Context: an optimization exercise on an open-source flow, tuned for small area, a short achievable clock period and few clock cycles per item. The choices shown serve that exercise and are no tape-out recipe.
In this exercise RTL edits were held to simulation tests only and were not proved equivalent to the original.

rev 12:
Design positional_list_engine_core, start of the top module:
module positional_list_engine_core #(
    parameter int LIST_DEPTH = 16
) (
    input  wire logic                               i_clk,
    input  wire logic                               i_rst_n,
    input  wire logic                               i_in_valid,
    output logic                                    o_in_ready,
    input  wire logic [ple_pkg::ACTION_W-1:0]       i_action,
    input  wire logic signed [ple_pkg::VALUE_W-1:0] i_value,
    input  wire logic [ple_pkg::POS_W-1:0]          i_position,
    output logic                                    o_out_valid,
    input  wire logic                               i_out_ready,
    output logic [ple_pkg::STATUS_W-1:0]            o_status,
    output logic [ple_pkg::CNT_W-1:0]               o_element_count,
    output logic signed [ple_pkg::VALUE_W-1:0]      o_read_value
);
For scale: roughly 2,500 cells after synthesis, about 88 I/O pins, about 31,000 um^2 of cells after synthesis.
clock: 5.2 ns
lec_check: 0
cap_margin: 20
core_margin: 2
core_utilization: 40
cts_cluster_size: 25
setup_slack_margin: 2.9
slew_margin: 20
run.sh (not shown) runs the stock make flow with config.mk's settings and CLKGATE_MAP_FILE= SYNTH_SCRIPT=/design/flow/synth_recipe.tcl, a recipe that flattens the netlist after the stock synthesis.
Testbench counts of rev 12, summed over its fixed seeds: cycles 24,016, items 24,000.
--- input diff rev 12..rev 13 ---
diff --git a/flow/design.v b/flow/design.v
--- a/flow/design.v
+++ b/flow/design.v
@@ -169,16 +169,16 @@
     logic                          w_ins_ok;
     logic                          w_del_ok;
     ple_ctrl u_ctrl (
         .i_valid    (i_in_valid),
         .i_action   (i_action),
         .i_position (i_position),
         .i_cnt_gt   (r_cnt_gt),
-        .i_inc      (w_exec && r_a_ins_ok),
-        .i_dec      (w_exec && r_a_del_ok),
+        .i_inc      (r_a_valid && r_a_ins_ok),
+        .i_dec      (r_a_valid && r_a_del_ok),
         .o_pos_le   (w_pos_le),
         .o_act      (w_act),
         .o_is_ins   (w_is_ins),
         .o_ok_first (w_ok_first),
         .o_ok_last  (w_ok_last),
         .o_ok_at    (w_ok_at),
         .o_le_n     (w_le_n),
Findings:
- Wire: rev 13 routes less than rev 12
- Looking at rev 12 and rev 13, the utilization is a wash.
- First-pass GRT wire length | rev 13 below rev 12
- Sort rev 12 and rev 13 by number of buffers inserted by post-CTS setup repair desc -> top: rev 13
- Total placed cells including tap cells essentially unchanged between rev 12 and rev 13.
- Per the comparison of rev 13 with rev 12, floorplan die area increased by 0.46% relative to the old numbers, number of antenna violations at the first check in global routing decreased by 5 relative to the old numbers, global-route usage decreased by 0.60 points relative to the old numbers, number of standard cells in the final layout excluding fillers closely matched the old numbers, layout buffer count excluding clock buffers increased by 8.2% relative to the old numbers.
- Sequential-to-total area share from yosys stat (lower): rev 13
Testbench counts of rev 13, summed over its fixed seeds: cycles 24,016, items 24,000.


run a:
RTL: one of the versions met above, not the one the previous note started from.
Size: about 31,000 um2 of cells after synthesis.
Settings: LEC_CHECK=0, CAP_MARGIN=20, CORE_MARGIN=2, CORE_UTILIZATION=40, CTS_CLUSTER_DIAMETER=60, CTS_CLUSTER_SIZE=30, SETUP_SLACK_MARGIN=2.9, SLEW_MARGIN=20; clock period 5.2 ns.
Testbench counts of run a, summed over its fixed seeds: cycles 24,016, items 24,000.
Input-level comparison between run b and run a:
diff --git a/flow/design.v b/flow/design.v
--- a/flow/design.v
+++ b/flow/design.v
@@ -165,24 +165,24 @@
     logic                          w_ok_at;
     logic                          w_le_n;
     logic                          w_le_n1;
     logic [D-1:0]                  w_rsel;
     logic                          w_ins_ok;
     logic                          w_del_ok;
     ple_ctrl u_ctrl (
         .i_valid    (i_in_valid),
         .i_action   (i_action),
         .i_position (i_position),
         .i_cnt_gt   (r_cnt_gt),
-        .i_inc      (r_a_valid && r_a_ins_ok),
-        .i_dec      (r_a_valid && r_a_del_ok),
+        .i_inc      (w_exec && r_a_ins_ok),
+        .i_dec      (w_exec && r_a_del_ok),
         .o_pos_le   (w_pos_le),
         .o_act      (w_act),
         .o_is_ins   (w_is_ins),
         .o_ok_first (w_ok_first),
         .o_ok_last  (w_ok_last),
         .o_ok_at    (w_ok_at),
         .o_le_n     (w_le_n),
         .o_le_n1    (w_le_n1),
         .o_rsel     (w_rsel),
         .o_ins_ok   (w_ins_ok),
         .o_del_ok   (w_del_ok)
Notes after the runs:
Every run (run b and run a) finished clean.
Looking at area fraction in compound gates after synthesis, run b sits 0.50 points below run a.
Number of standard cells in the final layout excluding fillers of run b is on par with run a.
Between run b and run a, the register area figures differ only marginally.
Looking at first-pass GRT wire length, run b sits about 0.56% above run a.
Of run b and run a, run b shows the higher wire length per cell, with run a below it.
Between run b and run a, it is run b whose share of the clock period used by the worst path after layout is higher, by 0.68 points.
When the final numbers for run b and run a were put side by side, the first-pass iteration count of the detailed router turned out to be greater in run a.
On global-route track usage on met2, run b tracks run a almost exactly.
Testbench counts of run b, summed over its fixed seeds: cycles 24,016, items 24,000.

-- separate check: timing with driven ports --
The results above use ideal ports. As a check the final layouts listed here were re-extracted and re-timed, cells and wires unchanged.
Step 1 (the two cells are an assumption about what drives the block):
set clk [get_ports {i_clk}]
set_driving_cell -lib_cell sky130_fd_sc_hd__clkbuf_16 $clk
set_driving_cell -lib_cell sky130_fd_sc_hd__buf_2 [delete_from_list [all_inputs] $clk]
Step 2 also shifts input and output timing later by t, the mid clock arrival at the registers, as if the neighbouring blocks saw the same clock.
Three values: ideal ports, drivers, drivers and shift; two values: the first two.
| run | t (ns) | slack for setup (ns) | worst setup path at the end | cell pins on the clock port's net |
|---|---|---|---|---|
| rev 12 | 0.700 | 2.827 / 2.800 / 2.225 | input to register | 1 |
| rev 13 | 0.714 | 2.740 / 2.740 / 2.101 | input to register | 1 |
| run a | 0.719 | 2.768 / 2.768 / 2.135 | input to register | 1 |
| run b | 0.717 | 2.733 / 2.733 / 2.223 | input to register | 1 |
After both steps setup and hold are still met in every run listed. The setup slack of rev 13, which loses most, moves by 0.000 ns with the drivers and by -0.639 ns with both steps.
